This is an optimization exercise on Yosys and OpenROAD, whose aim is small area, not a production implementation.
In this exercise RTL edits were held to simulation tests only and were not proved equivalent to the original.
Power is estimated from default activity; no workload was simulated. The flow treats the clock pin as an ideal source, which a real chip does not have.

Setup of maple:
Design adc_capture, start of the top module:
module adc_capture #(
    parameter int DATA_W   = 12,
    parameter int DIV      = 4,
    parameter int PIPE_LAT = 3,
    parameter int DEPTH    = 256,
    parameter int PRETRIG  = 16
) (
    input  logic              clk,
    input  logic              rst_n,
    output logic              AD_CLK_A,
    input  logic [DATA_W-1:0] AD_DATA_A,
    input  logic              AD_OTR_A,
    input  logic              start,
    input  logic              trig_en,
    input  logic [DATA_W-1:0] trig_level,
    output logic [DATA_W-1:0] rd_data,
    output logic              rd_valid,
    input  logic              rd_ready,
    output logic              rd_last,
    output logic              busy,
    output logic              done,
    output logic              ovr_flag,
    output logic [2:0]        dbg_state
);
    localparam int N = DEPTH - 1;           
    localparam int QW = 8;
    localparam logic [2:0] S_IDLE    = 3'd0;
    localparam logic [2:0] S_WARMUP  = 3'd1;
    localparam logic [2:0] S_ARM     = 3'd2;
    localparam logic [2:0] S_CAPTURE = 3'd3;
    localparam logic [2:0] S_READOUT = 3'd4;
    logic [2:0]        state_q;
    logic [1:0]        div_q;
    logic [DATA_W-1:0] samp_q;
    logic              otr_q;
    logic              prev_vld_q;
  ...
For scale: roughly 5000 cells after synthesis, ~3100 flip-flops, ~51 I/O pins, ~77000 sq um of cells after synthesis.
clock: 10.0 ns
lec_check: 0
cap_margin: 5
core_margin: 2
core_utilization: 70
cts_buf_list: sky130_fd_sc_hd__clkbuf_16
cts_cluster_diameter: 80
cts_cluster_size: 30
gpl_timing_driven: 0
place_density: 0.85
slew_margin: 5
synth_hierarchical: 1
standard.sh (not shown) runs the stock make flow with config.mk's settings and CLKGATE_MAP_FILE= SYNTH_SCRIPT=/design/flow/synth_recipe.tcl, a recipe that flattens the netlist after the stock synthesis.
==> flow/flow/run.sh <==
#!/bin/bash
# The standard layout (standard.sh: the standard flow's synthesis, floorplan, placement, CTS, routing) with
# two changes passed to ORFS as variables:
#  - CTS without dummy loads (ORFS's default adds inverters as dummy clock loads to balance the
#    tree); clustering and buffer list as in config.mk.
#  - port buffers use sky130_fd_sc_hd__buf_1 instead of the default pick; every port still gets one.
set -euo pipefail
export CTS_ARGS="-sink_clustering_enable -repair_clock_nets -sink_clustering_size 30 -sink_clustering_max_diameter 80 -buf_list sky130_fd_sc_hd__clkbuf_16 -dont_use_dummy_load"
export BUFFER_PORTS_ARGS="-buffer_cell sky130_fd_sc_hd__buf_1"
bash standard.sh finish > make_finish.log 2>&1
Complete run, failing final checks: maple, reason max-capacitance violations, max-slew violations.
> inputs changed (maple -> indigo)
- SLEW_MARGIN: 5 -> 20
- CAP_MARGIN: 5 -> 20
- CTS_CLUSTER_SIZE: 30 -> 31
-- flow/flow/run.sh --
<<< maple, line 7
set -euo pipefail
export CTS_ARGS="-sink_clustering_enable -repair_clock_nets -sink_clustering_size 30 -sink_clustering_max_diameter 80 -buf_list sky130_fd_sc_hd__clkbuf_16 -dont_use_dummy_load"
export BUFFER_PORTS_ARGS="-buffer_cell sky130_fd_sc_hd__buf_1"
>>> indigo, line 7
set -euo pipefail
export CTS_ARGS="-sink_clustering_enable -repair_clock_nets -sink_clustering_size 31 -sink_clustering_max_diameter 80 -buf_list sky130_fd_sc_hd__clkbuf_16 -dont_use_dummy_load"
export BUFFER_PORTS_ARGS="-buffer_cell sky130_fd_sc_hd__buf_1"
Findings:
indigo did not stop at any stage, and its layout met the timing, design-rule and antenna checks. indigo vs maple: area overhead of the layout relative to synthesis up in indigo. Clock share of power, maple and indigo: higher on maple. maple has a higher initial antenna violation count than indigo. Pin count of the biggest net entering global routing of indigo exceeds that of maple by a few percent. On clock buffer count from CTS: between maple and indigo, it ends up higher for maple. Area after detailed placement: maple and indigo compared, higher one is indigo.
#### Input delta (pepper over indigo)
- CORE_UTILIZATION changed from 70 to 60
- CTS_CLUSTER_SIZE changed from 31 to 30
- PLACE_DENSITY removed (was 0.85)
- CTS_CLUSTER_DIAMETER changed from 80 to 60
==> flow/run.sh (new file) <==
#!/bin/bash
# synth_recipe.tcl (not shown) runs the flow's synth.tcl, then flattens the netlist and writes it again
# the make line also repeats each setting of config.mk as NAME=value (left out here)
make -C /OpenROAD-flow-scripts/flow DESIGN_CONFIG=/design/flow/config.mk WORK_HOME=/design/flow/orfs CLKGATE_MAP_FILE= SYNTH_SCRIPT=/design/flow/synth_recipe.tcl finish
removed: flow/flow/run.sh
removed: flow/standard.sh
## What came out
- Summary of pepper over indigo: initial antenna violation count +3, clock period minus worst slack -680 ps, proportion of cell area occupied by multi-input gates -0.46 points, via count of the routed design -3.2%.
- Between indigo and pepper, share of the clock period used by the worst path after layout is lower for pepper, indigo comes in above that.
- The synthesis-to-layout area growth of pepper exceeds that of indigo by 4.1 points.
- On relative contribution of combinational cells to total power, indigo and pepper are neck and neck.
- pepper has worst supply voltage drop on vdd below what indigo had.
- Routed length on met1 ended up 14000 um higher on pepper than on indigo.
- Of indigo and pepper, indigo shows the lower worst hold-check slack, with pepper above it.
- Power is lower on indigo
Edits applied to the flow inputs when going from pepper to ember:
==> flow/flow/run.sh (new file) <==
#!/bin/bash
# The standard layout (standard.sh: the standard flow's synthesis, floorplan, placement, CTS, routing) with
# two changes passed to ORFS as variables:
#  - CTS without dummy loads (ORFS's default adds inverters as dummy clock loads to balance the
#    tree); clustering and buffer list as in config.mk.
#  - port buffers use sky130_fd_sc_hd__buf_1 instead of the default pick; every port still gets one.
set -euo pipefail
export CTS_ARGS="-sink_clustering_enable -repair_clock_nets -sink_clustering_size 30 -sink_clustering_max_diameter 60 -buf_list sky130_fd_sc_hd__clkbuf_16 -dont_use_dummy_load"
export BUFFER_PORTS_ARGS="-buffer_cell sky130_fd_sc_hd__buf_1"
bash standard.sh finish > make_finish.log 2>&1
==> flow/standard.sh (new file) <==
#!/bin/bash
# synth_recipe.tcl (not shown) runs the flow's synth.tcl, then flattens the netlist and writes it again
# the make line also repeats each setting of config.mk as NAME=value (left out here)
make -C /OpenROAD-flow-scripts/flow DESIGN_CONFIG=/design/flow/config.mk WORK_HOME=/design/flow/orfs CLKGATE_MAP_FILE= SYNTH_SCRIPT=/design/flow/synth_recipe.tcl "${@:-finish}"
removed: flow/run.sh
Results
| number of nets in the finished design | pepper vs ember | ≈ equal |
The lower met3 demand-to-capacity share in global routing of ember and pepper is in ember.
The run showing the smaller final critical path time including I/O delays and setup is ember.
Going from pepper to ember, global routing met1 resource utilization grows by 0.90 points.
Sort ember and pepper by cell count desc -> top: pepper
Setup slack after layout is higher on ember
Diff ember and pepper: tightest slew margin relative to the limit higher in ember
Higher routed metal-1 wirelength goes to ember over pepper.
In the reports for ember and pepper, the smaller critical path depth belongs to pepper.
Here is what was changed in the inputs of onyx compared with ember.
- PLACE_DENSITY now 0.85, previously not set
- CTS_CLUSTER_DIAMETER now 80, was 60
- CORE_UTILIZATION now 70, was 60
-- flow/flow/run.sh --
<<< ember, line 7
set -euo pipefail
export CTS_ARGS="-sink_clustering_enable -repair_clock_nets -sink_clustering_size 30 -sink_clustering_max_diameter 60 -buf_list sky130_fd_sc_hd__clkbuf_16 -dont_use_dummy_load"
export BUFFER_PORTS_ARGS="-buffer_cell sky130_fd_sc_hd__buf_1"
>>> onyx, line 7
set -euo pipefail
export CTS_ARGS="-sink_clustering_enable -repair_clock_nets -sink_clustering_size 30 -sink_clustering_max_diameter 80 -buf_list sky130_fd_sc_hd__clkbuf_16 -dont_use_dummy_load"
export BUFFER_PORTS_ARGS="-buffer_cell sky130_fd_sc_hd__buf_1"
### Flow results
Sequential cell count came out exactly the same in onyx and ember.
Diff ember -> onyx: worst setup slack shrank by 1070 ps, time the final worst path needs with I/O delays and setup grew by 1070 ps.
Buffering stage count on the worst path with inverters included ends up higher on ember.
As of onyx, average routed wire per standard cell had risen slightly compared to ember.
Between onyx and ember, ratio of final minimum period to clock period is higher for onyx, ember comes in under that.

re-timing with driven ports:
The flow's constraints put no driver on any port. The routed layouts listed below were extracted and timed again, unchanged, in two steps.
Step 1 assumes that a clkbuf_16 drives the clock port and a buf_2 every other input.
Step 2 also shifts input and output timing later by t, the mid clock arrival at the registers, as if the neighbouring blocks saw the same clock.
Three values: ideal ports, drivers, drivers and shift; two values: the first two.
run | shift t [ns] | setup slack, ns | worst register clock-pin slew, ns
maple | 0.815 | 2.537 / 2.537 / 2.537 | 0.11 / 0.11
indigo | 0.812 | 3.096 / 3.096 / 3.096 | 0.12 / 0.12
pepper | 0.888 | 3.781 / 3.781 / 3.781 | 0.11 / 0.11
ember | 0.867 | 4.205 / 4.205 / 4.205 | 0.11 / 0.11
onyx | 0.810 | 3.135 / 3.135 / 3.135 | 0.11 / 0.11
